Source: an optimization exercise on an open RTL-to-GDS flow (aim: small area and a short achievable clock period). Production flows keep margins and buffers that such runs may drop. Function was not checked in any run shown here: the RTL went through the layout flow alone. Power figures rest on the tool's default switching activity, not on a simulated workload.

`design/flow/run.sh`:
```
#!/bin/bash
# synth_recipe.tcl (not shown) runs the flow's synth.tcl, then flattens the netlist and writes it again
# the make line also repeats each setting of config.mk as NAME=value (left out here)
make -C /OpenROAD-flow-scripts/flow DESIGN_CONFIG=/design/flow/config.mk WORK_HOME=/design/flow/orfs CLKGATE_MAP_FILE= SYNTH_SCRIPT=/design/flow/synth_recipe.tcl finish
```
`design/flow/config.mk`:
```
export PLATFORM = sky130hd
export DESIGN_NAME = counter_table_top
export DESIGN_NICKNAME = counter_table_top
export VERILOG_FILES = /design/flow/design.v
export SDC_FILE = /design/flow/constraint.sdc
export NUM_CORES = 4
export LEC_CHECK = 0
export ABC_CLOCK_PERIOD_IN_PS = 2200
export CAP_MARGIN = 20
export CORE_MARGIN = 2
export CORE_UTILIZATION = 60
export CTS_CLUSTER_DIAMETER = 60
export CTS_CLUSTER_SIZE = 30
export SETUP_SLACK_MARGIN = 2.4
export SLEW_MARGIN = 20
```
`design/flow/constraint.sdc`:
```
create_clock -name core_clock -period 4.5 [get_ports {clock}]
set_input_delay 0.9000 -clock core_clock [delete_from_list [all_inputs] [get_ports {clock}]]
set_output_delay 0.9000 -clock core_clock [all_outputs]
set_load 0.01 [all_outputs]
```
`design/flow/design.v`:
```
`timescale 1ns/1ps
module counter_table_top (
    input  logic        clock,
    input  logic        rst_n,
    input  logic        upd_valid,
    input  logic [7:0]  upd_key,
    input  logic [7:0]  upd_incr,
    input  logic        query_valid,
    input  logic [5:0]  query_entry,
    output logic        init_done,
    output logic        resp_valid,
    output logic [31:0] resp_data
);
    logic [511:0] tbl [4];
    logic clr;
    always_ff @(posedge clock) begin
        clr       <= !rst_n;
        init_done <= rst_n;
    end
    logic       a_v;
    logic [7:0] a_key, a_inc;
    logic [7:0] a_rq [4];
    logic       a_s1, a_s2;              
    logic [3:0] a_sq;                    
    logic [3:0] a_s1q, a_s2q;            
    logic       b_v;
    logic [7:0] b_key, b_nv;
    logic [7:0] c_nv;
    logic       h1, h2;
    assign h1 = a_v && (upd_key == a_key);    
    assign h2 = b_v && (upd_key == b_key);    
    always_ff @(posedge clock) begin
        if (!rst_n) begin
            a_v <= 1'b0;
        end else begin
            a_v <= upd_valid && !clr;
        end
        a_s1  <= h1;
        a_s2  <= !h1 && h2;
        for (int g = 0; g < 4; g++) begin
            a_sq[g]  <= !h1 && !h2 && (upd_key[7:6] == g[1:0]);
            a_s1q[g] <= h1 && (upd_key[7:6] == g[1:0]);
            a_s2q[g] <= !h1 && h2 && (upd_key[7:6] == g[1:0]);
        end
        a_key <= upd_key;
        a_inc <= upd_incr;
        for (int g = 0; g < 4; g++) begin
            a_rq[g] <= tbl[g][upd_key[5:0]*8 +: 8];
        end
    end
    logic [7:0] a_nv;
    logic [7:0] a_nq [4];      
    logic [7:0] a_sum1, a_sum2;
    logic [7:0] a_sumq [4];
    always_comb begin
        a_sum1 = b_nv + a_inc;                  
        a_sum2 = c_nv + a_inc;
        for (int g = 0; g < 4; g++) begin
            a_sumq[g] = a_rq[g] + a_inc;
        end
        a_nv = ({8{a_s1}} & a_sum1) | ({8{a_s2}} & a_sum2);
        for (int g = 0; g < 4; g++) begin
            a_nv = a_nv | ({8{a_sq[g]}} & a_sumq[g]);
            a_nq[g] = ({8{a_sq[g]}} & a_sumq[g])
                    | ({8{a_s1q[g]}} & a_sum1)
                    | ({8{a_s2q[g]}} & a_sum2);
        end
    end
    logic [7:0] b_ehi;    
    logic [7:0] b_elo;    
    logic [3:0] b_ln;     
    logic [7:0] b_wd [4];    
    always_ff @(posedge clock) begin
        if (!rst_n) begin
            b_v  <= 1'b0;
            b_ln <= '0;
            for (int g = 0; g < 4; g++) begin
                b_wd[g] <= '0;
            end
        end else begin
            b_v  <= a_v;
            for (int l = 0; l < 4; l++) begin
                b_ln[l] <= a_v && (a_key[1:0] == l[1:0]);
            end
            for (int g = 0; g < 4; g++) begin
                b_wd[g] <= a_nq[g];
            end
        end
        for (int i = 0; i < 8; i++) begin
            b_ehi[i] <= (a_key[7:5] == i[2:0]);
            b_elo[i] <= (a_key[4:2] == i[2:0]);
        end
        b_key <= a_key;
        b_nv  <= a_nv;
        c_nv  <= b_nv;
    end
    logic [63:0] wr_entry;
    logic [3:0]  wr_lane;
    always_comb begin
        for (int e = 0; e < 64; e++) begin
            wr_entry[e] = clr || (b_ehi[e / 8] && b_elo[e % 8]);
        end
        for (int l = 0; l < 4; l++) begin
            wr_lane[l] = clr || b_ln[l];
        end
    end
    always_ff @(posedge clock) begin
        for (int c = 0; c < 256; c++) begin
            if (wr_entry[c / 4] && wr_lane[c % 4]) begin
                tbl[c / 64][(c % 64)*8 +: 8] <= b_wd[c / 64];
            end
        end
    end
    logic        q_v;
    logic [1:0]  q_g;
    logic [31:0] q_d [4];
    logic        q_f2h, q_f1h;   
    logic [1:0]  q_f2l, q_f1l;
    logic [7:0]  q_f2d;
    logic [31:0] q_sel;
    always_ff @(posedge clock) begin
        if (!rst_n) begin
            q_v <= 1'b0;
            resp_valid <= 1'b0;
        end else begin
            q_v <= query_valid && !clr;
            resp_valid <= q_v;
        end
        q_g <= query_entry[5:4];
        for (int g = 0; g < 4; g++) begin
            q_d[g] <= tbl[g][query_entry[3:0]*32 +: 32];
        end
        q_f2h <= b_v && (b_key[7:2] == query_entry);
        q_f2l <= b_key[1:0];
        q_f2d <= b_nv;
        q_f1h <= a_v && (a_key[7:2] == query_entry);
        q_f1l <= a_key[1:0];
    end
    always_comb begin
        q_sel = q_d[q_g];
        for (int l = 0; l < 4; l++) begin
            if (q_f1h && (q_f1l == l[1:0])) begin
                q_sel[l*8 +: 8] = b_nv;            
            end else if (q_f2h && (q_f2l == l[1:0])) begin
                q_sel[l*8 +: 8] = q_f2d;           
            end
        end
    end
    always_ff @(posedge clock) begin
        resp_data <= q_sel;
    end
endmodule
```
==> flow_summary.toml, run 1 <==
[critical_path]
worstPathArrival_ns = 3.24
slowest_delay_ns = 0.39
path_buf_inv = 2
crit_chain = "buf_12, ha_4, fa_2, a21o_1, a21oi_4, or4_1, nand4_1, buf_6, and3_4, a311o_1"
end_kind = "flop"
critPathTopFamily = "compound AO/OA/AOI/OAI gates"
cp_data_required_time_ns = 5.23
crit_slowest_cell = "dfxtp_4"
crit_type = "flop to flop"
worstPathMaxFanout = 3
start_kind = "flop"

[sta]
fmax_ghz = 0.398
slew_violations = 0
tightest_slew_ns = 1.19
whs_ns = 0.400
maxSlewHeadroom_pct = 20.7
setup_violations = 0
finClkSkew_ns = 0.0435
finalCritPeriodShare_pct = 55.8
rsz0062_at_grt = "yes"
fin_ws_ns = 1.99
hold_viol = 0
fin_crit_ns = 2.51
finalSetupTns_ns = 0

[placed_design]
dpl_worst_slack_ns = 0.668
globalplace.congestion = 0.988
io_buffer_count = 59
dp.cells = 7312
dpl_cell_area_um2 = 110000
dp_hpwl_mm = 241

[drt]
wire_per_inst_um = 47.0
wl_mm = 369
dr_total_vias = 61700
drtIter0Drc = 10700
ant_nets = 0
viasPerCell = 7.86
firstDrtPassIters = 9
drc = 0

[status]
run_status = "finished clean"

[clock_network]
clkSinkCount = 2358
ctsRootBufferMaster = "clkbuf_16"
cts_max_path_buffers = 3
cts_tree = "done"
cts_hold_buffers = 0
clk_pin_slew_worst_paths_ns = 0.10
cts_buffers = 157
worstSkewPairLatency_ns = 0.86
htreeDepth = 4

[yosys]
synth_cells = 5179
ys_seq_elements = 2358
yosysSeqAreaShare_pct = 63.9
synthArstFlopShare_pct = 0
synth_edf_count = 2048
yosysMostFrequentCell = "edfxtp_1"
ys.warnings.count = 7
ys_top_cells_by_count = "edfxtp_1 (2,048), mux4_2 (1,253), dfxtp_1 (310), clkbuf_1 (244), a21o_1 (209)"
synth_top_area_cell = "edfxtp_1"
avgSynthCellArea_um2 = 20.5
synth_top_area_share_pct = 58.0
yosys-top-cells-area = "edfxtp_1 (58%), mux4_2 (27%), dfxtp_1 (5.9%)"
synth_cell_types = 59
syn_area_um2 = 106000
ys.flop_type = "edfxtp_1"
syn_nets = 5253

[global_routing]
grt_pass1_vias = 58300
overflow = 0
grt_max_degree = 74
grt_pass1_wl_mm = 494
antenna_found_initial = 52
grt_use_total_pct = 40.7

[cells_and_area]
utilization_pct = 68.5
fin_area_um2 = 120000
area_delta_synth_final_pct = 13.6
nets = 5411
layout.cells.non_filler = 7845
drive_gt1_share_pct = 42.7

[pwr]
p_total_mw = 52.2
leakage_nw = 42.5
ir_drop_v = 0.000368
p_per_area_nw_per_um2 = 433

[run]
maxCapViolations = 0

[die]
die_area_um2 = 180000
die_x_um = 424
die_y_um = 424
core_area_um2 = 176000
start_util_pct = 60.3
rows = 154
io_pins = 60

[hold_path]
hp-class = "input port to flop"
[routing by layer]
layer	routed length (um)	GRT usage, %
met1	128000	55.9
met5	223	0
met2	169000	61.0
met3	46600	10.4
met4	25000	21.8
[worst paths after layout]
kind / from / end / slack [ns] / cells past startpoint
max: a_inc[0]$_DFF_P_ / b_wd[2][6]$_SDFF_PN0_ / 1.99 / 10
min: upd_key[3] / a_key[3]$_DFF_P_ / 0.40 / 1
min reg2reg: a_key[1]$_DFF_P_ / b_key[1]$_DFF_P_ / 0.44 / 0
max reg2reg: a_inc[0]$_DFF_P_ / b_wd[2][6]$_SDFF_PN0_ / 1.99 / 10
[layout by cell type (no fill, tap or decap), types with 52 or more instances in the layout]
cell,netlist,layout
a21o_2,0,75
dfxtp_2,0,55
nand2_1,54,52
buf_4,26,192
nor2_1,83,80
dfxtp_1,310,220
edfxtp_1,2048,2048
buf_12,0,61
clkbuf_16,0,184
a21o_1,209,130
buf_16,0,68
mux4_2,1253,1253
a31o_2,60,60
mux2i_1,116,115
[report_power, final]
part	switching [mW]	internal, mW	leakage, nW
clock	8.53	7.81	2.79
combinational	4.55	3.79	16.0
sequential	1.64	25.9	23.7
[cells by family (layout without fill, tap and decap cells)]
family / Yosys count / in the layout / share of synthesized area, %
AOI/OAI and AO/OA: 570 / 570 / 3.88
xor gates and xnor gates: 59 / 59 / 0.487
adders and majority gates: 48 / 48 / 0.609
buffers and inverters: 462 / 753 / 1.91
DFF: 2358 / 2358 / 63.9
muxes: 1370 / 1370 / 27.7
other: 0 / 35 / 0
and+or+nand+nor: 312 / 312 / 1.53
[final cells by class]
type / count / area, um^2
antenna: 35 / 87.6
clock buffer: 176 / 4220
clock inverter: 116 / 1530
fill: 11100 / 55400
inverter: 14 / 52.6
multi-input combinational: 2359 / 37300
sequential: 2358 / 67900
tap: 2340 / 2930
timing repair buffer: 447 / 6420
[repair_timing]
action,4_1_cts,5_1_grt
hold endpoints to repair,0,0
gates resized for setup,447,172
setup buffers,76,69
cloned,43,18
setup endpoints to repair,1832,1035
pin swaps,49,63
[registers in the layout (all words and copies together), names as in the netlist, 8 cells and up]
signal / count
q_f2d: 8
resp_data: 32
tbl: 2048
b_ehi: 8
a_rq: 32
b_elo: 8
a_inc: 8
b_key: 8
q_d: 128
b_nv: 8
a_key: 8
b_wd: 32
==> run 2, diff against run 1 <==
--- a/design/flow/design.v
+++ b/design/flow/design.v
@@ -19,9 +19,9 @@
     end
     logic       a_v;
     logic [7:0] a_key, a_inc;
-    logic [7:0] a_rq [4];
+    logic [7:0] a_rq [8];                
     logic       a_s1, a_s2;              
-    logic [3:0] a_sq;                    
+    logic [7:0] a_sq;                    
     logic [3:0] a_s1q, a_s2q;            
     logic       b_v;
     logic [7:0] b_key, b_nv;
@@ -37,31 +37,36 @@
         end
         a_s1  <= h1;
         a_s2  <= !h1 && h2;
+        for (int j = 0; j < 8; j++) begin
+            a_sq[j]  <= !h1 && !h2 && (upd_key[7:5] == j[2:0]);
+        end
         for (int g = 0; g < 4; g++) begin
-            a_sq[g]  <= !h1 && !h2 && (upd_key[7:6] == g[1:0]);
             a_s1q[g] <= h1 && (upd_key[7:6] == g[1:0]);
             a_s2q[g] <= !h1 && h2 && (upd_key[7:6] == g[1:0]);
         end
         a_key <= upd_key;
         a_inc <= upd_incr;
-        for (int g = 0; g < 4; g++) begin
-            a_rq[g] <= tbl[g][upd_key[5:0]*8 +: 8];
+        for (int j = 0; j < 8; j++) begin
+            a_rq[j] <= tbl[j / 2][{j[0], upd_key[4:0]}*8 +: 8];
         end
     end
     logic [7:0] a_nv;
     logic [7:0] a_nq [4];      
     logic [7:0] a_sum1, a_sum2;
-    logic [7:0] a_sumq [4];
+    logic [7:0] a_sumq [8];
     always_comb begin
         a_sum1 = b_nv + a_inc;                  
         a_sum2 = c_nv + a_inc;
-        for (int g = 0; g < 4; g++) begin
-            a_sumq[g] = a_rq[g] + a_inc;
+        for (int j = 0; j < 8; j++) begin
+            a_sumq[j] = a_rq[j] + a_inc;
         end
         a_nv = ({8{a_s1}} & a_sum1) | ({8{a_s2}} & a_sum2);
+        for (int j = 0; j < 8; j++) begin
+            a_nv = a_nv | ({8{a_sq[j]}} & a_sumq[j]);
+        end
         for (int g = 0; g < 4; g++) begin
-            a_nv = a_nv | ({8{a_sq[g]}} & a_sumq[g]);
-            a_nq[g] = ({8{a_sq[g]}} & a_sumq[g])
+            a_nq[g] = ({8{a_sq[2*g]}} & a_sumq[2*g])
+                    | ({8{a_sq[2*g+1]}} & a_sumq[2*g+1])
                     | ({8{a_s1q[g]}} & a_sum1)
                     | ({8{a_s2q[g]}} & a_sum2);
         end
--- a/design/flow/config.mk
+++ b/design/flow/config.mk
@@ -11,5 +11,5 @@
 export CORE_UTILIZATION = 60
 export CTS_CLUSTER_DIAMETER = 60
 export CTS_CLUSTER_SIZE = 30
-export SETUP_SLACK_MARGIN = 2.4
+export SETUP_SLACK_MARGIN = 2.25
 export SLEW_MARGIN = 20
==> flow_summary.toml, run 2 <==
[status]
run_status = "finished clean"

[clock_network]
clk_pin_slew_worst_paths_ns = 0.10
htreeDepth = 4
ctsRootBufferMaster = "clkbuf_16"
cts_tree = "done"
clkSinkCount = 2394
worstSkewPairLatency_ns = 0.85
cts_hold_buffers = 0
cts_buffers = 153
cts_max_path_buffers = 3

[critical_path]
worstPathMaxFanout = 6
cp-startpoint = "a_inc[0]$_DFF_P_"
rr_startpoint = "a_inc[0]$_DFF_P_"
rrSetupSlack_ns = 1.95
rr_worst_depth = 9
end_kind = "flop"
start_kind = "flop"
r2r_end = "b_nv[6]$_DFF_P_"
crit_type = "flop to flop"
cp_data_required_time_ns = 5.21
worstPathArrival_ns = 3.26

[yosys]
ys.warnings.count = 7
synth_top_area_share_pct = 57.1
synthArstFlopShare_pct = 0
yosys-top-cells-area = "edfxtp_1 (57%), mux4_2 (27%), dfxtp_1 (6.4%)"
syn_area_um2 = 108000
ys_top_cells_by_count = "edfxtp_1 (2,048), mux4_2 (1,295), dfxtp_1 (346), clkbuf_1 (270), a21o_1 (222)"
yosysMostFrequentCell = "edfxtp_1"
ys_seq_elements = 2394
synth_cell_types = 55
synth_top_area_cell = "edfxtp_1"
synth_cells = 5224
synth_edf_count = 2048
yosysSeqAreaShare_pct = 63.5
avgSynthCellArea_um2 = 20.6
syn_nets = 5330
ys.flop_type = "edfxtp_1"

[run]
maxCapViolations = 0

[sta]
finClkSkew_ns = 0.0381
rsz0062_at_grt = "yes"
finalSetupTns_ns = 0
fmax_ghz = 0.392
tightest_slew_ns = 1.22
slew_violations = 0
setup_violations = 0
finalCritPeriodShare_pct = 56.7
maxSlewHeadroom_pct = 18.9
fin_crit_ns = 2.55
hold_viol = 0

[cells_and_area]
reg_top3 = "tbl (2048), q_d (128), a_rq (64)"
area_delta_synth_final_pct = 10.3
layout.cells.non_filler = 7710
regMostFlops = "tbl"
final_common_cell = "edfxtp_1"
final_cell_mix = "edfxtp_1 (2,048), mux4_2 (1,295), dfxtp_1 (267)"
nets = 5320
largest_reg_flops = 2048
drive_gt1_share_pct = 40.7

[hold_path]
holdPathStages = 1
hp-class = "input port to flop"
min_from = "upd_key[4]"
min_delay_worst_endpoint = "a_key[4]$_DFF_P_"

[die]
die_y_um = 428
start_util_pct = 60.4
die_x_um = 428
core_area_um2 = 178000
io_pins = 60
rows = 155
die_area_um2 = 183000

[global_routing]
antenna_found_initial = 40
grt_pass1_wl_mm = 481
overflow = 0
grt_max_degree = 83
grt_pass1_vias = 57700
grt_use_total_pct = 39.1

[placed_design]
io_buffer_count = 59
globalplace.congestion = 0.994
dp.cells = 7348
dp_hpwl_mm = 240

[pwr]
p_total_mw = 52.1
ir_drop_v = 0.000441
p_per_area_nw_per_um2 = 438
leakage_nw = 41.5

[drt]
drtIter0Drc = 10700
wl_mm = 354
dr_total_vias = 60500
viasPerCell = 7.84
wire_per_inst_um = 45.9
firstDrtPassIters = 5
drc = 0
ant_nets = 0
==> run 2: cell count changes after synthesis, moves of 18 or more <==
cell and change:
mux2i_1 -64, a21oi_1 +22, nand2b_1 -22, ha_1 +28, mux4_2 +42, o22ai_1 -45
a211oi_1 +18, buf_2 -41, mux2_2 +64, clkbuf_1 +26, buf_1 +23, dfxtp_1 +36
o211ai_1 -21
==> run 2: cell type report <==
cell class / instances / area, um^2
antenna: 15 / 37.5
clock buffer: 175 / 4160
clock inverter: 106 / 1360
fill: 11600 / 59600
inverter: 11 / 41.3
multi-input combinational: 2380 / 38300
sequential: 2394 / 68600
tap: 2355 / 2950
timing repair buffer: 274 / 3330
==> run 2: worst max path at each step <==
| stage | cells past startpoint | slack [ns] | end |
|---|---|---|---|
| global placement | 6 | 1.09 | a_rq[2][1]$_DFF_P_ |
| detailed placement | 6 | 1.06 | a_rq[2][1]$_DFF_P_ |
| CTS | 9 | 1.94 | b_nv[7]$_DFF_P_ |
| floorplan | 6 | 1.82 | a_rq[1][6]$_DFF_P_ |
| global route | 9 | 1.89 | b_nv[6]$_DFF_P_ |
| finish | 9 | 1.95 | b_nv[6]$_DFF_P_ |
==> run 2: where the power goes <==
| group | switching [mW] | total, mW | internal (mW) |
|---|---|---|---|
| logic | 4.06 | 7.79 | 3.73 |
| registers | 2.11 | 28.4 | 26.3 |
| clock network | 8.46 | 15.9 | 7.42 |
==> run 2: logic make-up after synthesis <==
family                     after synthesis  share of synthesized area, %
and+or+nand+nor                        269                          1.30
buffers and inverters                  450                          1.73
adders and majority gates               80                         0.999
AOI/OAI and AO/OA                      541                          3.57
xor gates and xnor gates                78                         0.634
DFF                                   2394                          63.5
muxes                                 1412                          28.2
==> run 2: through the flow <==
step                hold slack (ns)  cell area (um^2)  util [%]  worst slack [ns]
floorplan                     0.329            109000         -              1.82
global placement              0.416            111000      62.4              1.09
detailed placement            0.415            111000      62.4              1.06
CTS                           0.294            118000      66.1              1.94
global route                  0.323            119000      66.6              1.89
finish                        0.344            119000      66.6              1.95
==> run 2: what timing repair did <==
item | in CTS | in global routing
endpoints found under the hold margin | 0 | 0
buffers inserted | 24 | 30
setup endpoints to repair | 2049 | 114
gates cloned | 7 | 4
gates resized for setup | 339 | 77
pin swaps | 35 | 45
==> run 2: per-layer routing <==
metal / global-route usage (%) / up-vias / wire, um
met4: 19.4 / 38 / 21400
met1: 54.7 / 32500 / 128000
met5: 0 / - / 303
met3: 9.94 / 789 / 41500
li1: - / 22600 / -
met2: 58.1 / 4591 / 163000
==> run 2: critical path, cell delays in order, from the launching register on <==
cell and delay [ns]:
dfxtp_4 0.44, ha_4 0.21, fa_2 0.34, a21o_1 0.20, a21oi_4 0.17, nor4bb_1 0.07, a211o_1 0.27, a221oi_4 0.33
and3_4 0.25, nand4_1 0.10
==> run 3, diff against run 2 <==
==> design/flow/design.v (replaced) <==
`timescale 1ns/1ps
module counter_table_top (
    input  logic        clock,
    input  logic        rst_n,
    input  logic        upd_valid,
    input  logic [7:0]  upd_key,
    input  logic [7:0]  upd_incr,
    input  logic        query_valid,
    input  logic [5:0]  query_entry,
    output logic        init_done,
    output logic        resp_valid,
    output logic [31:0] resp_data
);
    logic [511:0] tbl [4];
    logic clr;
    always_ff @(posedge clock) begin
        clr       <= !rst_n;
        init_done <= rst_n;
    end
    logic       a_v;
    logic [7:0] a_key, a_inc;
    logic [7:0] a_rq [4];
    logic       a_s1, a_s2;              
    logic [3:0] a_sq;                    
    logic       b_v;
    logic [7:0] b_key;
    logic [7:0] b_op, b_inc;             
    logic [7:0] b_sum;                   
    logic [7:0] c_nv;                    
    logic       h1, h2;
    assign h1 = a_v && (upd_key == a_key);    
    assign h2 = b_v && (upd_key == b_key);    
    always_ff @(posedge clock) begin
        if (!rst_n) begin
            a_v <= 1'b0;
        end else begin
            a_v <= upd_valid && !clr;
        end
        a_s1  <= h1;
        a_s2  <= !h1 && h2;
        for (int g = 0; g < 4; g++) begin
            a_sq[g] <= !h1 && !h2 && (upd_key[7:6] == g[1:0]);
        end
        a_key <= upd_key;
        a_inc <= upd_incr;
        for (int g = 0; g < 4; g++) begin
            a_rq[g] <= tbl[g][upd_key[5:0]*8 +: 8];
        end
    end
    logic [7:0] a_op;
    always_comb begin
        a_op = ({8{a_s1}} & b_sum) | ({8{a_s2}} & c_nv);
        for (int g = 0; g < 4; g++) begin
            a_op = a_op | ({8{a_sq[g]}} & a_rq[g]);
        end
    end
    logic [7:0] b_ehi;    
    logic [7:0] b_elo;    
    logic [3:0] b_ln;     
    always_ff @(posedge clock) begin
        if (!rst_n) begin
            b_v   <= 1'b0;
            b_ln  <= '0;
            b_op  <= '0;
            b_inc <= '0;
        end else begin
            b_v   <= a_v;
            for (int l = 0; l < 4; l++) begin
                b_ln[l] <= a_v && (a_key[1:0] == l[1:0]);
            end
            b_op  <= a_op;
            b_inc <= a_inc;
        end
        for (int i = 0; i < 8; i++) begin
            b_ehi[i] <= (a_key[7:5] == i[2:0]);
            b_elo[i] <= (a_key[4:2] == i[2:0]);
        end
        b_key <= a_key;
        c_nv  <= b_sum;
    end
    logic [63:0] wr_entry;
    logic [3:0]  wr_lane;
    always_comb begin
        b_sum = b_op + b_inc;           
        for (int e = 0; e < 64; e++) begin
            wr_entry[e] = clr || (b_ehi[e / 8] && b_elo[e % 8]);
        end
        for (int l = 0; l < 4; l++) begin
            wr_lane[l] = clr || b_ln[l];
        end
    end
    always_ff @(posedge clock) begin
        for (int c = 0; c < 256; c++) begin
            if (wr_entry[c / 4] && wr_lane[c % 4]) begin
                tbl[c / 64][(c % 64)*8 +: 8] <= b_sum;
            end
        end
    end
    logic        q_v;
    logic [1:0]  q_g;
    logic [31:0] q_d [4];
    logic        q_f2h, q_f1h;   
    logic [1:0]  q_f2l, q_f1l;
    logic [7:0]  q_f2d;
    logic [31:0] q_sel;
    always_ff @(posedge clock) begin
        if (!rst_n) begin
            q_v <= 1'b0;
            resp_valid <= 1'b0;
        end else begin
            q_v <= query_valid && !clr;
            resp_valid <= q_v;
        end
        q_g <= query_entry[5:4];
        for (int g = 0; g < 4; g++) begin
            q_d[g] <= tbl[g][query_entry[3:0]*32 +: 32];
        end
        q_f2h <= b_v && (b_key[7:2] == query_entry);
        q_f2l <= b_key[1:0];
        q_f2d <= b_sum;
        q_f1h <= a_v && (a_key[7:2] == query_entry);
        q_f1l <= a_key[1:0];
    end
    always_comb begin
        q_sel = q_d[q_g];
        for (int l = 0; l < 4; l++) begin
            if (q_f1h && (q_f1l == l[1:0])) begin
                q_sel[l*8 +: 8] = b_sum;           
            end else if (q_f2h && (q_f2l == l[1:0])) begin
                q_sel[l*8 +: 8] = q_f2d;           
            end
        end
    end
    always_ff @(posedge clock) begin
        resp_data <= q_sel;
    end
endmodule
==> flow_summary.toml, run 3 <==
[yosys]
ys_top_cells_by_count = "edfxtp_1 (2,048), mux4_2 (1,163), dfxtp_1 (278), clkbuf_1 (229), a21o_1 (197)"
ys.warnings.count = 4
synth_top_area_share_pct = 59.5
synth_cell_types = 58
yosysSeqAreaShare_pct = 64.9
yosysMostFrequentCell = "edfxtp_1"
ys_seq_elements = 2326
synth_edf_count = 2048
yosys-top-cells-area = "edfxtp_1 (60%), mux4_2 (25%), dfxtp_1 (5.4%)"
ys.flop_type = "edfxtp_1"
synth_top_area_cell = "edfxtp_1"
syn_area_um2 = 103000
avgSynthCellArea_um2 = 20.5
synth_cells = 5047
syn_nets = 5081
synthArstFlopShare_pct = 0

[hold_path]
hp-class = "input port to flop"

[critical_path]
end_kind = "flop"
start_kind = "flop"
worstPathMaxFanout = 7
cp_data_required_time_ns = 5.12
crit_type = "flop to flop"
worstPathArrival_ns = 3.27

[clock_network]
cts_buffers = 157
clkSinkCount = 2326
ctsRootBufferMaster = "clkbuf_16"
htreeDepth = 4
cts_max_path_buffers = 3
clk_pin_slew_worst_paths_ns = 0.09
worstSkewPairLatency_ns = 0.89
cts_hold_buffers = 0
cts_tree = "done"

[sta]
finClkSkew_ns = 0.0470
slew_violations = 0
whs_ns = 0.412
rsz0062_at_grt = "yes"
finalSetupTns_ns = 0
finalCritPeriodShare_pct = 59.0
fin_ws_ns = 1.85
setup_violations = 0
maxSlewHeadroom_pct = 25.4
fmax_ghz = 0.377
hold_viol = 0
fin_crit_ns = 2.65
tightest_slew_ns = 1.11

[placed_design]
dpl_worst_slack_ns = 0.452
dpl_cell_area_um2 = 108000
io_buffer_count = 59
dp.cells = 7219
dp_hpwl_mm = 255
globalplace.congestion = 1.02

[drt]
wire_per_inst_um = 51.0
drtIter0Drc = 12400
wl_mm = 395
ant_nets = 0
viasPerCell = 8.12
dr_total_vias = 62800
drc = 0
firstDrtPassIters = 7

[cells_and_area]
largest_reg_flops = 2048
utilization_pct = 68.8
drive_gt1_share_pct = 41.4
regMostFlops = "tbl"
layout.cells.non_filler = 7744
final_cell_mix = "edfxtp_1 (2,048), mux4_2 (1,163), dfxtp_1 (244)"
n_fill_cell = 10600
area_delta_synth_final_pct = 14.1
nets = 5303
fin_area_um2 = 118000
reg_top3 = "tbl (2048), q_d (128)"
final_common_cell = "edfxtp_1"

[global_routing]
grt_max_degree = 129
overflow = 0
grt_pass1_wl_mm = 510
grt_pass1_vias = 57200
grt_use_total_pct = 44.1
antenna_found_initial = 55

[die]
die_y_um = 419
io_pins = 60
die_x_um = 419
core_area_um2 = 171000
die_area_um2 = 176000
start_util_pct = 60.3
rows = 152

[status]
run_status = "finished clean"

[pwr]
leakage_nw = 40.8
ir_drop_v = 0.000413
p_per_area_nw_per_um2 = 506
p_total_mw = 59.6

[run]
maxCapViolations = 0
==> run 3: changes by cell type after synthesis, sizes merged, moves of 25 or more <==
cell,previous run,this run
nand2,44,74
mux2,65,18
buf,169,215
ha,70,7
a221oi,8,43
nor2,73,48
xnor2,42,12
a21o,222,197
mux2i,52,108
clkbuf,270,230
dfxtp,346,278
o22ai,8,47
mux4,1295,1163
o221ai,0,31
==> run 3: per-layer routing <==
layer	wire length [um]	GRT usage (%)	part of all wire, %
met3	63600	15.5	16
met5	522	0	0.13
met1	130000	60.1	33
met4	33100	26.6	8.4
met2	168000	61.8	43
==> run 3: worst paths after layout <==
check                           from                    end  slack (ns)  depth (start not counted)
setup / recovery  b_op[0]$_SDFF_PN0_  tbl[2][223]$_DFFE_PP_        1.85                         12
hold / removal            upd_key[4]       a_key[4]$_DFF_P_        0.41                          1
setup reg to reg  b_op[0]$_SDFF_PN0_  tbl[2][223]$_DFFE_PP_        1.85                         12
hold reg to reg     a_key[1]$_DFF_P_       b_key[1]$_DFF_P_        0.44                          0
==> run 3: area by class of cell <==
| class | instances | area, um^2 | share of cell area, % |
|---|---|---|---|
| diodes | 30 | 75.1 | 0.0637 |
| repair inverters | 2 | 15.0 | 0.0127 |
| repair buffers | 505 | 6990 | 5.93 |
| flip-flops and latches | 2326 | 67100 | 56.9 |
| clock buffers | 171 | 4160 | 3.53 |
| inverters | 8 | 40.0 | 0.0340 |
| well taps | 2310 | 2890 | 2.45 |
| multi-input cells | 2269 | 34900 | 29.6 |
| clock inverters | 123 | 1670 | 1.42 |
==> run 3: critical path, cell delays in order, from the launching register on <==
cell        delay [ns]
dfxtp_2           0.34
ha_4              0.16
buf_4             0.13
a21oi_2           0.18
o211ai_1          0.17
nor4_2            0.23
nor3_2            0.09
xnor2_2           0.23
clkinvlp_4        0.18
buf_12            0.17
buf_12            0.13
buf_12            0.16
clkbuf_16         0.18
==> run 3: cells by family after synthesis <==
logic type / synth area share (%)
compound gates: 4.57
xor+xnor: 0.297
fa+ha+maj: 0.104
buf+inv: 2.10
flops: 64.9
mux: 26.6
simple gates: 1.42
==> run 3: power by group <==
part           switching [mW]  internal, mW
logic                    7.02          5.46
clock network            8.77          7.79
registers                2.39          28.2
total                    18.2          41.4
==> run 3: what timing repair did <==
action / 4_1_cts / 5_1_grt
gates resized for setup: 418 / 131
cloned: 36 / 58
buffers inserted: 55 / 52
pin swaps: 19 / 11
endpoints found under the setup margin: 3158 / 1600
==> run 4, diff against run 3 <==
--- a/design/flow/design.v
+++ b/design/flow/design.v
@@ -97,12 +97,16 @@
         end
     end
     logic        q_v;
-    logic [1:0]  q_g;
+    logic [3:0]  q_g;            
     logic [31:0] q_d [4];
-    logic        q_f2h, q_f1h;   
-    logic [1:0]  q_f2l, q_f1l;
+    logic [3:0]  q_o1, q_o2;     
+    logic [3:0]  q_o0;           
     logic [7:0]  q_f2d;
+    logic [31:0] q_tbl;
     logic [31:0] q_sel;
+    logic        f1, f2;
+    assign f1 = a_v && (a_key[7:2] == query_entry);    
+    assign f2 = b_v && (b_key[7:2] == query_entry);    
     always_ff @(posedge clock) begin
         if (!rst_n) begin
             q_v <= 1'b0;
@@ -111,24 +115,26 @@
             q_v <= query_valid && !clr;
             resp_valid <= q_v;
         end
-        q_g <= query_entry[5:4];
         for (int g = 0; g < 4; g++) begin
+            q_g[g] <= (query_entry[5:4] == g[1:0]);
             q_d[g] <= tbl[g][query_entry[3:0]*32 +: 32];
         end
-        q_f2h <= b_v && (b_key[7:2] == query_entry);
-        q_f2l <= b_key[1:0];
+        for (int l = 0; l < 4; l++) begin
+            q_o1[l] <= f1 && (a_key[1:0] == l[1:0]);
+            q_o2[l] <= !(f1 && (a_key[1:0] == l[1:0])) && f2 && (b_key[1:0] == l[1:0]);
+            q_o0[l] <= !(f1 && (a_key[1:0] == l[1:0])) && !(f2 && (b_key[1:0] == l[1:0]));
+        end
         q_f2d <= b_sum;
-        q_f1h <= a_v && (a_key[7:2] == query_entry);
-        q_f1l <= a_key[1:0];
     end
     always_comb begin
-        q_sel = q_d[q_g];
+        q_tbl = '0;
+        for (int g = 0; g < 4; g++) begin
+            q_tbl = q_tbl | ({32{q_g[g]}} & q_d[g]);
+        end
         for (int l = 0; l < 4; l++) begin
-            if (q_f1h && (q_f1l == l[1:0])) begin
-                q_sel[l*8 +: 8] = b_sum;           
-            end else if (q_f2h && (q_f2l == l[1:0])) begin
-                q_sel[l*8 +: 8] = q_f2d;           
-            end
+            q_sel[l*8 +: 8] = ({8{q_o1[l]}} & b_sum)       
+                            | ({8{q_o2[l]}} & q_f2d)       
+                            | ({8{q_o0[l]}} & q_tbl[l*8 +: 8]);
         end
     end
     always_ff @(posedge clock) begin
==> flow_summary.toml, run 4 <==
[clock_network]
ctsRootBufferMaster = "clkbuf_16"
cts_hold_buffers = 0
cts_max_path_buffers = 3
cts_buffers = 154
worstSkewPairLatency_ns = 0.89
cts_tree = "done"
clk_pin_slew_worst_paths_ns = 0.09
clkSinkCount = 2336
htreeDepth = 4

[global_routing]
grt_use_total_pct = 40.7
grt_pass1_wl_mm = 479
antenna_found_initial = 32
overflow = 0
grt_pass1_vias = 56700
grt_max_degree = 129

[die]
io_pins = 60
start_util_pct = 60.5
die_y_um = 420
rows = 152
die_x_um = 420
core_area_um2 = 172000
die_area_um2 = 176000

[yosys]
synth_cell_types = 56
ys.warnings.count = 4
ys_seq_elements = 2336
synth_edf_count = 2048
syn_nets = 5065
yosys-top-cells-area = "edfxtp_1 (59%), mux4_2 (26%), dfxtp_1 (5.6%)"
avgSynthCellArea_um2 = 20.6
synth_cells = 5031
yosysMostFrequentCell = "edfxtp_1"
yosysSeqAreaShare_pct = 64.8
ys_top_cells_by_count = "edfxtp_1 (2,048), mux4_2 (1,193), dfxtp_1 (288), clkbuf_1 (243), a21o_1 (198)"
synth_top_area_cell = "edfxtp_1"
ys.flop_type = "edfxtp_1"
synth_top_area_share_pct = 59.2
synthArstFlopShare_pct = 0
syn_area_um2 = 104000

[placed_design]
dpl_worst_slack_ns = 0.647
io_buffer_count = 59
globalplace.congestion = 0.992
dp.cells = 7140
dp_hpwl_mm = 230
dpl_cell_area_um2 = 108000

[sta]
hold_viol = 0
rsz0062_at_grt = "yes"
finClkSkew_ns = 0.0454
whs_ns = 0.418
fin_crit_ns = 2.74
fmax_ghz = 0.366
fin_ws_ns = 1.76
maxSlewHeadroom_pct = 11.8
setup_violations = 0
finalSetupTns_ns = 0
slew_violations = 0
finalCritPeriodShare_pct = 60.8
tightest_slew_ns = 1.32

[drt]
drtIter0Drc = 11200
ant_nets = 0
viasPerCell = 7.91
dr_total_vias = 60300
firstDrtPassIters = 8
wire_per_inst_um = 47.5
drc = 0
wl_mm = 362

[critical_path]
crit_type = "flop to flop"
end_kind = "flop"
start_kind = "flop"
worstPathArrival_ns = 3.44
worstPathMaxFanout = 6
cp_data_required_time_ns = 5.20

[cells_and_area]
nets = 5199
final_cell_mix = "edfxtp_1 (2,048), mux4_2 (1,193), dfxtp_1 (262)"
area_delta_synth_final_pct = 13.0
drive_gt1_share_pct = 40.0
reg_top3 = "tbl (2048), q_d (128)"
layout.cells.non_filler = 7621
final_common_cell = "edfxtp_1"
fin_area_um2 = 117000
regMostFlops = "tbl"
largest_reg_flops = 2048

[pwr]
leakage_nw = 40.7
p_per_area_nw_per_um2 = 498
ir_drop_v = 0.000439

[run]
maxCapViolations = 0

[hold_path]
hp-class = "input port to flop"

[status]
run_status = "finished clean"
==> run 4: changes by cell type after synthesis, sizes merged, moves of 18 or more <==
| cell | previous run | this run |
|---|---|---|
| a21oi | 106 | 51 |
| a221oi | 43 | 9 |
| a222oi | 6 | 30 |
| a22o | 30 | 0 |
| a22oi | 37 | 101 |
| inv | 7 | 31 |
| mux2i | 108 | 127 |
| mux4 | 1163 | 1193 |
| nand2 | 74 | 103 |
| nor2 | 48 | 23 |
| o211ai | 5 | 23 |
| o21ai | 42 | 3 |
| o221ai | 31 | 2 |
==> run 4: cell families after synthesis <==
group                      share of synthesized area, %
DFF                                                64.8
muxes                                              27.3
AOI/OAI and AO/OA                                  4.14
buffers and inverters                              2.13
and+or+nand+nor                                    1.28
xor gates and xnor gates                          0.287
adders and majority gates                         0.104
==> run 4: routing by layer <==
layer  GRT usage (%)  wire [um]  vias up
met2            60.1     165000     5356
met1            56.0     124000    31900
met3            10.7      48900      945
met5               0        132        -
met4            22.6      24600       20
li1                -          -    22100
==> run 4: power breakdown <==
group / internal [mW] / switching (mW) / leakage, nW / total (mW)
registers: 28.3 / 2.16 / 23.0 / 30.5
logic: 5.46 / 6.47 / 15.1 / 11.9
clock network: 7.54 / 8.47 / 2.70 / 16.0
total: 41.3 / 17.1 / 40.7 / 58.4
==> run 4: path summary, 6_finish.rpt <==
path / to / cells after the start / start / slack (ns)
worst min register to register: b_inc[6]$_SDFF_PN0_ / 1 / a_inc[6]$_DFF_P_ / 0.44
worst max register to register: resp_data[20]$_DFF_P_ / 7 / b_op[0]$_SDFF_PN0_ / 1.76
worst min-delay path: a_key[1]$_DFF_P_ / 1 / upd_key[1] / 0.42
worst max-delay path: resp_data[20]$_DFF_P_ / 7 / b_op[0]$_SDFF_PN0_ / 1.76
==> run 4: timing repair <==
action / 4_1_cts / 5_1_grt
pin swaps: 34 / 15
gates resized for setup: 337 / 126
endpoints found under the setup margin: 2861 / 1422
setup buffers: 67 / 26
cloned: 46 / 39
==> run 4: critical path, stage by stage (launching register included) <==
cell and delay (ns):
dfxtp_2 0.34, ha_4 0.16, fa_4 0.43, a21o_1 0.20, a21oi_4 0.25, xnor2_4 0.17
a222oi_1 0.92, inv_1 0.10
==> run 4: metrics by stage <==
stage | power, mW | utilization [%]
after floorplan | 35.8 | -
after global placement | 40.3 | 62.7
after detailed placement | 40.5 | 62.7
after CTS | 57.3 | 67.5
after global routing | 59.5 | 68.4
final | 58.4 | 68.4
==> run 4: area by class of cell <==
class	count	area (um^2)
Clock inverter	115	1380
Clock buffer	174	4180
Timing Repair Buffer	424	6370
Sequential cell	2336	67300
Fill cell	10700	54300
Multi-Input combinational cell	2217	35100
Inverter	32	133
Tap cell	2310	2890
Antenna cell	13	32.5
==> run 5, diff against run 4 <==
--- a/design/flow/design.v
+++ b/design/flow/design.v
@@ -19,9 +19,9 @@
     end
     logic       a_v;
     logic [7:0] a_key, a_inc;
-    logic [7:0] a_rq [4];
+    logic [7:0] a_rq [8];                
     logic       a_s1, a_s2;              
-    logic [3:0] a_sq;                    
+    logic [7:0] a_sq;                    
     logic       b_v;
     logic [7:0] b_key;
     logic [7:0] b_op, b_inc;             
@@ -38,31 +38,38 @@
         end
         a_s1  <= h1;
         a_s2  <= !h1 && h2;
-        for (int g = 0; g < 4; g++) begin
-            a_sq[g] <= !h1 && !h2 && (upd_key[7:6] == g[1:0]);
+        for (int j = 0; j < 8; j++) begin
+            a_sq[j] <= !h1 && !h2 && (upd_key[7:5] == j[2:0]);
         end
         a_key <= upd_key;
         a_inc <= upd_incr;
-        for (int g = 0; g < 4; g++) begin
-            a_rq[g] <= tbl[g][upd_key[5:0]*8 +: 8];
+        for (int j = 0; j < 8; j++) begin
+            a_rq[j] <= tbl[j / 2][{j[0], upd_key[4:0]}*8 +: 8];
         end
     end
     logic [7:0] a_op;
     always_comb begin
         a_op = ({8{a_s1}} & b_sum) | ({8{a_s2}} & c_nv);
-        for (int g = 0; g < 4; g++) begin
-            a_op = a_op | ({8{a_sq[g]}} & a_rq[g]);
+        for (int j = 0; j < 8; j++) begin
+            a_op = a_op | ({8{a_sq[j]}} & a_rq[j]);
         end
     end
     logic [7:0] b_ehi;    
     logic [7:0] b_elo;    
     logic [3:0] b_ln;     
+    logic [7:0] b_opq [4];    
+    logic [7:0] b_incq [4];   
+    logic [7:0] b_sumq [4];
     always_ff @(posedge clock) begin
         if (!rst_n) begin
             b_v   <= 1'b0;
             b_ln  <= '0;
             b_op  <= '0;
             b_inc <= '0;
+            for (int g = 0; g < 4; g++) begin
+                b_opq[g]  <= '0;
+                b_incq[g] <= '0;
+            end
         end else begin
             b_v   <= a_v;
             for (int l = 0; l < 4; l++) begin
@@ -70,6 +77,10 @@
             end
             b_op  <= a_op;
             b_inc <= a_inc;
+            for (int g = 0; g < 4; g++) begin
+                b_opq[g]  <= (a_key[7:6] == g[1:0]) ? a_op : 8'h00;
+                b_incq[g] <= (a_key[7:6] == g[1:0]) ? a_inc : 8'h00;
+            end
         end
         for (int i = 0; i < 8; i++) begin
             b_ehi[i] <= (a_key[7:5] == i[2:0]);
@@ -82,6 +93,9 @@
     logic [3:0]  wr_lane;
     always_comb begin
         b_sum = b_op + b_inc;           
+        for (int g = 0; g < 4; g++) begin
+            b_sumq[g] = b_opq[g] + b_incq[g];
+        end
         for (int e = 0; e < 64; e++) begin
             wr_entry[e] = clr || (b_ehi[e / 8] && b_elo[e % 8]);
         end
@@ -92,7 +106,7 @@
     always_ff @(posedge clock) begin
         for (int c = 0; c < 256; c++) begin
             if (wr_entry[c / 4] && wr_lane[c % 4]) begin
-                tbl[c / 64][(c % 64)*8 +: 8] <= b_sum;
+                tbl[c / 64][(c % 64)*8 +: 8] <= b_sumq[c / 64];
             end
         end
     end
==> flow_summary.toml, run 5 <==
[yosys]
ys.flop_type = "edfxtp_1"
ys_seq_elements = 2436
synth_cell_types = 55
yosys-top-cells-area = "edfxtp_1 (57%), mux4_2 (19%), dfxtp_1 (7.2%)"
synth_top_area_share_pct = 57.2
synth_edf_count = 2048
synthArstFlopShare_pct = 0
avgSynthCellArea_um2 = 18.0
ys_top_cells_by_count = "edfxtp_1 (2,048), mux4_2 (891), mux2i_1 (465), dfxtp_1 (388), a22oi_1 (350)"
syn_area_um2 = 107000
syn_nets = 6037
yosysSeqAreaShare_pct = 64.4
ys.warnings.count = 7
yosysMostFrequentCell = "edfxtp_1"
synth_top_area_cell = "edfxtp_1"
synth_cells = 5971

[global_routing]
overflow = 0
antenna_found_initial = 36
grt_pass1_vias = 62500
grt_pass1_wl_mm = 532
grt_max_degree = 95
grt_use_total_pct = 43.6

[critical_path]
rr_startpoint = "b_op[0]$_SDFF_PN0_"
rr_worst_depth = 7
crit_slowest_cell = "a221o_1"
path_buf_inv = 0
crit_chain = "ha_4, fa_2, a21o_1, a211o_1, and3_4, a211o_4, a221o_1"
crit_type = "flop to flop"
slowest_delay_ns = 0.41
cp_data_required_time_ns = 5.22
critPathTopFamily = "compound AO/OA/AOI/OAI gates"
r2r_end = "resp_data[14]$_DFF_P_"
rrSetupSlack_ns = 2.03
start_kind = "flop"
worstPathMaxFanout = 5
worstPathArrival_ns = 3.18
end_kind = "flop"

[die]
start_util_pct = 60.3
rows = 155
core_area_um2 = 178000
die_y_um = 427
die_x_um = 427
io_pins = 60
die_area_um2 = 183000

[hold_path]
holdPathStages = 1
min_from = "upd_key[4]"
hp-class = "input port to flop"
min_delay_worst_endpoint = "a_key[4]$_DFF_P_"

[pwr]
ir_drop_v = 0.000332
seqPwrFrac_pct = 54.9
p_sw_share_pct = 27.9
p_int_mw = 36.9
p_per_area_nw_per_um2 = 426
leakage_nw = 43.4
p_clk_share_pct = 31.8
p_comb_share_pct = 13.3
p_total_mw = 51.2
switchingPower_mw = 14.3

[cells_and_area]
reg_top3 = "tbl (2048), q_d (128), a_rq (64)"
nets = 6130
final_common_cell = "edfxtp_1"
utilization_pct = 67.5
layout.cells.non_filler = 8582
fin_area_um2 = 120000
regMostFlops = "tbl"
final_cell_mix = "edfxtp_1 (2,048), mux4_2 (891), mux2i_1 (458)"
drive_gt1_share_pct = 30.1
largest_reg_flops = 2048
area_delta_synth_final_pct = 11.9

[drt]
viasPerCell = 7.82
ant_nets = 0
dr_total_vias = 67200
wl_mm = 398
firstDrtPassIters = 9
drtIter0Drc = 12100
wire_per_inst_um = 46.4
drc = 0

[sta]
finalCritPeriodShare_pct = 54.8
hold_viol = 0
fin_ws_ns = 2.03
whs_ns = 0.386
slew_violations = 0
maxSlewHeadroom_pct = 24.5
fmax_ghz = 0.406
setup_violations = 0
finalSetupTns_ns = 0
finClkSkew_ns = 0.0446
rsz0062_at_grt = "yes"
tightest_slew_ns = 1.13
fin_crit_ns = 2.47

[clock_network]
clk_pin_slew_worst_paths_ns = 0.09
ctsRootBufferMaster = "clkbuf_16"
cts_max_path_buffers = 3
htreeDepth = 4
cts_tree = "done"
cts_buffers = 158
worstSkewPairLatency_ns = 0.88
clkSinkCount = 2436

[placed_design]
globalplace.congestion = 1.04
io_buffer_count = 59
dp_hpwl_mm = 264
dp.cells = 8138
dpl_cell_area_um2 = 112000
dpl_worst_slack_ns = 0.667

[run]
maxCapViolations = 0

[status]
run_status = "finished clean"
==> run 5: routing by layer <==
metal | up-vias | share of wire [%] | global-route usage [%]
li1 | 25200 | - | -
met4 | 30 | 7.3 | 26.0
met3 | 996 | 14 | 14.0
met2 | 5802 | 43 | 61.8
met5 | - | 0.10 | 0.476
met1 | 35200 | 35 | 59.6
==> run 5: worst max path at each step <==
stage                      startpoint                    end  slack, ns  cells after the start
3_3_place_gp           query_entry[0]      q_d[2][8]$_DFF_P_       0.65                      7
6_report           b_op[0]$_SDFF_PN0_  resp_data[14]$_DFF_P_       2.03                      7
3_5_place_dp           query_entry[0]      q_d[2][8]$_DFF_P_       0.67                      7
4_1_cts        b_opq[1][0]$_SDFF_PN0_  tbl[1][182]$_DFFE_PP_       1.99                     11
2_1_floorplan          query_entry[1]     q_d[0][14]$_DFF_P_       1.98                      5
5_1_grt        b_opq[1][0]$_SDFF_PN0_  tbl[1][182]$_DFFE_PP_       2.00                     11
==> run 5: layout make-up <==
type,count,area [um^2]
diodes,27,67.6
clock buffers,182,4240
clock inverters,114,1340
fillers,11700,57900
inverters,70,272
multi-input cells,2992,37500
flip-flops and latches,2436,69300
well taps,2355,2950
repair buffers,405,4600
repair inverters,1,7.51
==> run 5: cell families (layout without fill, tap and decap cells) <==
| family | count (synthesis) | after routing | share of synthesized area [%] |
|---|---|---|---|
| xor gates and xnor gates | 53 | 57 | 0.432 |
| AOI/OAI and AO/OA | 940 | 940 | 6.46 |
| buffers and inverters | 571 | 772 | 2.43 |
| adders and majority gates | 40 | 40 | 0.501 |
| DFF | 2436 | 2436 | 64.4 |
| and+or+nand+nor | 575 | 599 | 2.74 |
| muxes | 1356 | 1356 | 23.0 |
| other | 0 | 27 | 0 |
==> run 5: power by group through the flow <==
stage | registers, mW | logic [mW] | clock network (mW)
after floorplan | 27.5 | 3.87 | 0
after global placement | 28.4 | 6.19 | 0
after detailed placement | 28.5 | 6.22 | 0
after CTS | 28.0 | 6.56 | 16.3
after global routing | 28.2 | 6.95 | 17.0
final | 28.1 | 6.83 | 16.3
==> run 5: what timing repair did <==
item,CTS,global route
pin swaps,48,59
setup endpoints to repair,1951,1138
cloned,34,11
setup buffers,55,21
endpoints found under the hold margin,0,0
resized for setup,364,98
hold buffers,0,0

[port drivers added, routing unchanged]
The results above use ideal ports. As a check the final layouts listed here were re-extracted and re-timed, cells and wires unchanged.
Step 1 sets driving cells, clkbuf_16 on the clock port and buf_2 on the other inputs (assumed; they add their load-dependent delay and slew).
Step 2, shift: input delay + t, output delay - t, t = (earliest + latest rising clock arrival at the registers) / 2. This alone moves slack from input paths to output paths.
Three values: no drivers, after step 1, after step 2; two values: the first two.
run | t (ns) | setup slack, ns | worst setup path after step 2 | cell pins on the clock port's net
run 1 | 0.924 | 1.990 / 1.986 / 1.062 | input to register | 1
run 2 | 0.928 | 1.948 / 1.948 / 1.175 | input to register | 1
run 3 | 0.959 | 1.847 / 1.847 / 1.062 | input to register | 1
run 4 | 0.953 | 1.765 / 1.765 / 1.179 | input to register | 1
run 5 | 0.943 | 2.034 / 2.034 / 1.105 | input to register | 1
After both steps every run listed still meets setup and hold. The setup slack of run 5, which loses most, moves by 0.000 ns with the drivers and by -0.929 ns with both steps.
